From an optimization exercise on the open Yosys and OpenROAD flow, aimed at small area; shortcuts taken in it are not production practice. In this exercise RTL edits were held to simulation tests only and were not proved equivalent to the original. Power and IR drop assume default switching activity.

**flow/config.mk**
```make
export PLATFORM = sky130hd
export DESIGN_NAME = reg_file_mp
export DESIGN_NICKNAME = reg_file_mp
export VERILOG_FILES = /design/flow/design.v
export SDC_FILE = /design/flow/constraint.sdc
export NUM_CORES = 8
export LEC_CHECK = 0
export CAP_MARGIN = 20
export CORE_MARGIN = 2
export CORE_UTILIZATION = 50
export PLACE_DENSITY = 0.65
export SLEW_MARGIN = 20
export SYNTH_HIERARCHICAL = 1
```
**flow/constraint.sdc**
```tcl
create_clock -name core_clock -period 7.0 [get_ports {clk}]
set_input_delay 1.4000 -clock core_clock [delete_from_list [all_inputs] [get_ports {clk}]]
set_output_delay 1.4000 -clock core_clock [all_outputs]
set_load 0.01 [all_outputs]
```
**flow/design.v**
```verilog
`default_nettype none
package rv_pkg;
    localparam int XLEN   = 32;
    localparam int NREGS  = 32;
    localparam int REG_AW = $clog2(NREGS);
    localparam logic [REG_AW-1:0] ZERO_REG = '0;
endpackage
`default_nettype wire
`default_nettype none
module rf_scoreboard #(
    parameter int NREGS = 32,
    parameter int AW    = $clog2(NREGS)
) (
    input  logic [NREGS-1:1] busy,
    output logic [AW:0]      busy_cnt
);
    logic [AW-1:0] cnt;
    rf_popcnt #(.K(AW)) u_pc (.x(busy), .y(cnt));
    assign busy_cnt = {1'b0, cnt};
endmodule
module rf_popcnt #(
    parameter int K = 5
) (
    input  logic [2**K-2:0] x,
    output logic [K-1:0]    y
);
    if (K == 2) begin : g_leaf
        rf_fa u_fa (.a(x[0]), .b(x[1]), .c(x[2]), .s(y[0]), .co(y[1]));
    end else begin : g_node
        logic [K-2:0] ya, yb;
        logic [K-2:0] c;
        rf_popcnt #(.K(K-1)) u_a (.x(x[2**(K-1)-2:0]),      .y(ya));
        rf_popcnt #(.K(K-1)) u_b (.x(x[2**K-3:2**(K-1)-1]), .y(yb));
        assign c[0] = x[2**K-2];
        for (genvar i = 0; i < K-2; i++) begin : g_fa
            rf_fa u_fa (.a(ya[i]), .b(yb[i]), .c(c[i]), .s(y[i]), .co(c[i+1]));
        end
        rf_fa u_fa_msb (.a(ya[K-2]), .b(yb[K-2]), .c(c[K-2]), .s(y[K-2]), .co(y[K-1]));
    end
endmodule
module rf_fa (
    input  logic a, b, c,
    output logic s, co
);
    assign s  = a ^ b ^ c;
    assign co = (a && b) || (a && c) || (b && c);
endmodule
module rf_inv (
    input  logic a,
    output logic y
);
    assign y = !a;
endmodule
module rf_aoi222 (
    input  logic a1, a2, b1, b2, c1, c2,
    output logic y
);
    assign y = !((a1 && a2) || (b1 && b2) || (c1 && c2));
endmodule
module rf_nand2 (
    input  logic a, b,
    output logic y
);
    assign y = !(a && b);
endmodule
module rf_nand3 (
    input  logic a, b, c,
    output logic y
);
    assign y = !(a && b && c);
endmodule
module rf_nand4 (
    input  logic a, b, c, d,
    output logic y
);
    assign y = !(a && b && c && d);
endmodule
module rf_or3 (
    input  logic a, b, c,
    output logic y
);
    assign y = a || b || c;
endmodule
module rf_nor2 (
    input  logic a, b,
    output logic y
);
    assign y = !(a || b);
endmodule
module rf_aoi221 (
    input  logic a1, a2, b1, b2, c,
    output logic y
);
    assign y = !((a1 && a2) || (b1 && b2) || c);
endmodule
module rf_wbit (
    input  logic w1,
    input  logic d1n,
    input  logic w0,
    input  logic d0n,
    input  logic hit,
    input  logic q,
    output logic d
);
    logic hq;    
    rf_nor2   u_h (.a(hit), .b(q), .y(hq));
    rf_aoi221 u_a (.a1(w1), .a2(d1n), .b1(w0), .b2(d0n), .c(hq), .y(d));
endmodule
module rf_rbit (
    input  logic [31:1] s,
    input  logic [31:1] q,
    output logic        y
);
    logic [10:0] n;    
    logic [2:0]  t;
    for (genvar i = 0; i < 10; i++) begin : g_aoi
        rf_aoi222 u (.a1(s[3*i+1]), .a2(q[3*i+1]), .b1(s[3*i+2]), .b2(q[3*i+2]),
                     .c1(s[3*i+3]), .c2(q[3*i+3]), .y(n[i]));
    end
    rf_nand2 u_n31 (.a(s[31]), .b(q[31]), .y(n[10]));
    rf_nand4 u_t0 (.a(n[0]), .b(n[1]), .c(n[2]),  .d(n[3]), .y(t[0]));
    rf_nand4 u_t1 (.a(n[4]), .b(n[5]), .c(n[6]),  .d(n[7]), .y(t[1]));
    rf_nand3 u_t2 (.a(n[8]), .b(n[9]), .c(n[10]),           .y(t[2]));
    rf_or3   u_y  (.a(t[0]), .b(t[1]), .c(t[2]), .y(y));
endmodule
`default_nettype wire
`default_nettype none
module reg_file_mp #(
    parameter int XLEN  = 32,
    parameter int NREGS = 32,
    parameter int NRD   = 2,
    parameter int NWR   = 2,
    parameter int AW    = $clog2(NREGS)
) (
    input  logic                clk,
    input  logic                rstn,
    input  logic [NWR-1:0]      wr_en,
    input  logic [NWR*AW-1:0]   wr_addr,
    input  logic [NWR*XLEN-1:0] wr_data,
    input  logic [NRD-1:0]      rd_en,
    input  logic [NRD*AW-1:0]   rd_addr,
    output logic [NRD*XLEN-1:0] rd_data,
    output logic [NRD-1:0]      rd_busy,
    input  logic                alloc_en,
    input  logic [AW-1:0]       alloc_addr,
    output logic [AW:0]         busy_cnt,
    input  logic                flush
);
    logic [NREGS-1:1] qt [XLEN];       
    logic [NREGS-1:1] valid;
    logic [NREGS-1:1] busy;
    logic [NREGS-1:1] sel1, sel0;      
    logic [NREGS-1:1] wr_hit;
    logic [XLEN-1:0]  d1n, d0n;
    assign d1n = ~wr_data[XLEN +: XLEN];
    assign d0n = ~wr_data[0 +: XLEN];
    for (genvar r = 1; r < NREGS; r++) begin : g_reg
        logic [XLEN-1:0] q;
        logic [XLEN-1:0] nxt;
        logic            v;
        logic            bsy;
        assign sel1[r]   = wr_en[1] && (wr_addr[AW +: AW] == AW'(r));
        assign sel0[r]   = wr_en[0] && (wr_addr[0 +: AW] == AW'(r)) && !sel1[r];
        assign wr_hit[r] = sel1[r] || sel0[r];
        for (genvar b = 0; b < XLEN; b++) begin : g_bit
            rf_wbit u_w (.w1(sel1[r]), .d1n(d1n[b]), .w0(sel0[r]), .d0n(d0n[b]),
                         .hit(wr_hit[r]), .q(q[b]), .d(nxt[b]));
            assign qt[b][r] = q[b];
        end
        always_ff @(posedge clk) begin
            q <= nxt;
        end
        always_ff @(posedge clk or negedge rstn) begin
            if (!rstn) begin
                v <= 1'b0;
            end else begin
                v <= v || wr_hit[r];
            end
        end
        always_ff @(posedge clk or negedge rstn) begin
            if (!rstn) begin
                bsy <= 1'b0;
            end else begin
                bsy <= !flush && ((alloc_en && (alloc_addr == AW'(r))) || (bsy && !wr_hit[r]));
            end
        end
        assign valid[r] = v;
        assign busy[r]  = bsy;
    end
    rf_scoreboard #(
        .NREGS (NREGS),
        .AW    (AW)
    ) u_scoreboard (
        .busy     (busy),
        .busy_cnt (busy_cnt)
    );
    for (genvar p = 0; p < NRD; p++) begin : g_rd
        logic [AW-1:0]    addr;
        logic [NREGS-1:1] dec;
        logic [NREGS-1:1] s;
        assign addr = rd_addr[p*AW +: AW];
        for (genvar r = 1; r < NREGS; r++) begin : g_dec
            assign dec[r] = rstn && rd_en[p] && (addr == AW'(r));
            assign s[r]   = dec[r] && valid[r];
        end
        for (genvar b = 0; b < XLEN; b++) begin : g_bit
            rf_rbit u_r (.s(s), .q(qt[b]), .y(rd_data[p*XLEN + b]));
        end
        assign rd_busy[p] = |(dec & busy);
    end
endmodule
`default_nettype wire
```
**flow/flow/run.sh**
```bash
#!/bin/bash
# Standard synthesis, then every combinational cell swapped to its smallest
# drive strength, then the standard layout with ABC buffers removed, small
# port buffers and a clock tree of fewer, larger sink clusters without dummy
# loads. Each tool's output goes to its own log here.
set -euo pipefail
R=orfs/results/sky130hd/reg_file_mp/base
bash standard.sh synth > synth.log 2>&1
SYNTH_ODB=$R/1_synth.odb openroad -no_init -exit flow/downsize.tcl > downsize.log 2>&1
touch $R/1_synth.sdc
bash standard.sh REMOVE_ABC_BUFFERS=1 \
  'BUFFER_PORTS_ARGS=-buffer_cell sky130_fd_sc_hd__buf_1' \
  'CTS_ARGS=-sink_clustering_enable -repair_clock_nets -dont_use_dummy_load -buf_list sky130_fd_sc_hd__clkbuf_16 -sink_clustering_size 24 -sink_clustering_max_diameter 100' \
  finish > layout.log 2>&1
```
**flow/flow/downsize.tcl**
```tcl
# Swap every combinational cell of the synthesized netlist to the smallest
# drive strength of the same cell (same function and pins). Flip-flops, tie
# cells and everything that is not a plain sky130_fd_sc_hd cell are left alone.
# Later repair steps size up whatever timing, slew or capacitance needs.
set odb $::env(SYNTH_ODB)
read_db $odb
set db [ord::get_db]
set block [ord::get_db_block]

set masters [dict create]
foreach lib [$db getLibs] {
  foreach m [$lib getMasters] {
    if { [regexp {^sky130_fd_sc_hd__(\w+)_(\d+)$} [$m getName] -> base sz] } {
      dict lappend masters $base [list $sz [$m getWidth] $m]
    }
  }
}

proc best_master { variants } {
  set best ""
  foreach v $variants {
    lassign $v sz w m
    if { $best eq "" } { set best $v; continue }
    lassign $best bsz bw bm
    # narrowest first; among equals the strongest
    if { $w < $bw || ($w == $bw && $sz > $bsz) } {
      set best $v
    }
  }
  return [lindex $best 2]
}

set n 0
foreach inst [$block getInsts] {
  set name [[$inst getMaster] getName]
  if { ![regexp {^sky130_fd_sc_hd__(\w+)_(\d+)$} $name -> base sz] } { continue }
  if { [regexp {^(df|sdf|edf|sedf|dl|conb|tap|fill|decap|diode|clk)} $base] } { continue }
  set m [best_master [dict get $masters $base]]
  if { [$m getName] ne $name } {
    $inst swapMaster $m
    incr n
  }
}
puts "downsized $n instances"
write_db $odb
```
**flow/standard.sh**
```bash
#!/bin/bash
# synth_recipe.tcl (not shown) runs the flow's synth.tcl, then flattens the netlist and writes it again
# the make line also repeats each setting of config.mk as NAME=value (left out here)
make -C /OpenROAD-flow-scripts/flow DESIGN_CONFIG=/design/flow/config.mk WORK_HOME=/design/flow/orfs CLKGATE_MAP_FILE= SYNTH_SCRIPT=/design/flow/synth_recipe.tcl "${@:-finish}"
```
==> impl_metrics.toml <==
[final_layout]
drive_above_1_share = 0.0834
syn_to_final_growth_pct = 11.0
fin_cells = 6098
fin_nets = 5040
mostFrequentLayoutCells = "1051 x nor2_1, 993 x a221oi_1, 992 x dfxtp_1, 640 x a222oi_1, 166 x buf_1"
fillers = 8112
layout_commonest_cell = "nor2_1"

[sta]
fin_ws_ns = 0.538
tightest_slew_ns = 1.32
tns_ns = 0
setup_viol = 0
finalMaxSlewViolations = 0
grt_setup_unrepaired = "no"
max_freq_mhz = 155
hold_viol_final = 0
slew_headroom = 0.119
period_minus_slack_ns = 6.46
post-route-period-util = 0.923
skew_ns = 0
hold_ws_ns = 0.482

[status]
outcome = "no timing/DRC/antenna violations"

[floorplanning]
die_area_um2 = 93500
die_w_um = 306
coreArea_um2 = 90100
die_h_um = 306
ios = 169
rows = 110
floorplan.initialDensity = 0.505

[route]
drc = 0
num_vias = 53464
drt_iter0_markers = 14533
wire_per_inst_um = 41.2
via_per_inst = 8.77
wl_mm = 251
dr.pass1.iters = 17
ant_nets = 0

[power]
clkPwrFrac = 0.218
swShare = 0.324
ir_worst_vdd_v = 0.000243
leakagePower_uw = 0.0184
p_per_area_nw_per_um2 = 303
combPwrFrac = 0.183
p_sw_uw = 4970
power_frac_seq = 0.599
p_int_uw = 10400

[cts]
cts_made_buffers = 50
cts_tree = "built"
cts-resized-gates = 0
clk_latency_ns = 0.65
cts_root_buf = "clkbuf_16"
cts_setup_buffers = 0
cts.clk_slew.worst_paths_ns = 0.08
clock_sinks = 1054
ctsHoldBuffers = 0
cts_buffer_depth = 3
htree_levels = 2

[logic_synthesis]
syn_area_per_cell_um2 = 9.88
yosys_warnings = 9
syn_inst = 4608
syn_area_um2 = 45500

[global_route]
grt_util_all_layers = 0.507
grt.overflow.total = 0
grt_pass1_vias = 49549
grt_pass1_wl_mm = 349
grt_max_degree = 36
grt_antenna_before_repair = 17

[placed_design]
dp_slack_ns = 1.13
dp_hpwl_mm = 139
globalplace.congestion = 0.987
port_buffers = 167
dpl.cell_count = 6031

[worst_setup_path]
path_max_fanout = 32
arrival_ns = 5.06
cp-start-kind = "input pin"
ff2ff_setup_slack_ns = 6.07
endpoint_kind = "output port"
worst_ep_required_time_ns = 5.60
path_class = "in2out"

[job]
cap_violations = 0

[worst_hold_path]
hp-class = "reg2reg"
## power groups by stage
| stage | Combinational (uW) | Sequential [uW] | Clock (uW) |
|---|---|---|---|
| global placement | 2560 | 9170 | 0 |
| detailed placement | 2660 | 9190 | 0 |
| floorplan | 2050 | 8820 | 0 |
| CTS | 2680 | 9080 | 3280 |
| finish | 2800 | 9180 | 3340 |
| global route | 3060 | 9340 | 3470 |
## worst max-delay path, stage by stage
cell and delay [ns]:
buf_1 0.47, nor2_1 0.34, and3_2 0.69, a222oi_1 0.56, nand4_1 0.79, or3_1 0.65
buf_1 0.14
## sequential cells by signal (all words and copies together) (netlist names)
signal	flops
g.bsy	31
g.q	992
g.v	31
## through the flow
stage	utilization	total power [uW]	area [um^2]
floorplan	-	10900	45400
global placement	0.543	11700	48900
detailed placement	0.544	11800	49100
CTS	0.558	15000	50300
global route	0.561	15900	50500
finish	0.561	15300	50600
## final cells by class
| class | instances | area, um^2 | area share |
|---|---|---|---|
| diodes | 7 | 17.5 | 0.000346 |
| clock buffers | 50 | 1250 | 0.0247 |
| inverters | 100 | 377 | 0.00745 |
| multi-input cells | 3421 | 24200 | 0.478 |
| flip-flops and latches | 1054 | 21400 | 0.424 |
| well taps | 1176 | 1470 | 0.0291 |
| repair buffers | 290 | 1840 | 0.0364 |
## per-layer routing
metal  routed length [um]  up-vias  GRT usage
met5                  363        -     0.0253
met4                21800       23      0.357
met3                48300     1342      0.264
met2                95900     5918      0.675
met1                84900    25519      0.620
li1                     -    20662          -
## final timing paths
check                             start      endpoint  cells after the start
hold reg to reg             g_reg[24].v   g_reg[24].v                      1
hold / removal              g_reg[24].v   g_reg[24].v                      1
max in group asynchronous          rstn   g_reg[30].v                      2
setup / recovery             rd_addr[3]   rd_data[24]                      7
min in group asynchronous          rstn   g_reg[21].v                      2
setup reg to reg           g_reg[1].bsy  g_reg[1].bsy                      2

-- separate check: timing with driven ports --
The flow's constraints put no driver on any port. The routed layout listed below was extracted and timed again, unchanged, in two steps.
Step 1 assumes that a clkbuf_16 drives the clock port and a buf_2 every other input.
Step 2 moves the port delays by t, midway between the first and last clock arrival at a register: inputs arrive t later, outputs are due t later. That takes back most of the time a late clock gives input paths.
a / b / c = ideal ports / drivers / drivers and shift; a / b = the first two.
t (ns): 0.745
setup slack, ns: 0.538 / 0.511 / 0.511
latest minus earliest clock arrival (ns): 0.069 / 0.068
pins driven straight from the clock port: 1
After both steps this run still meets setup and hold. The setup slack of this run moves by -0.027 ns with the drivers and by -0.027 ns with both steps.
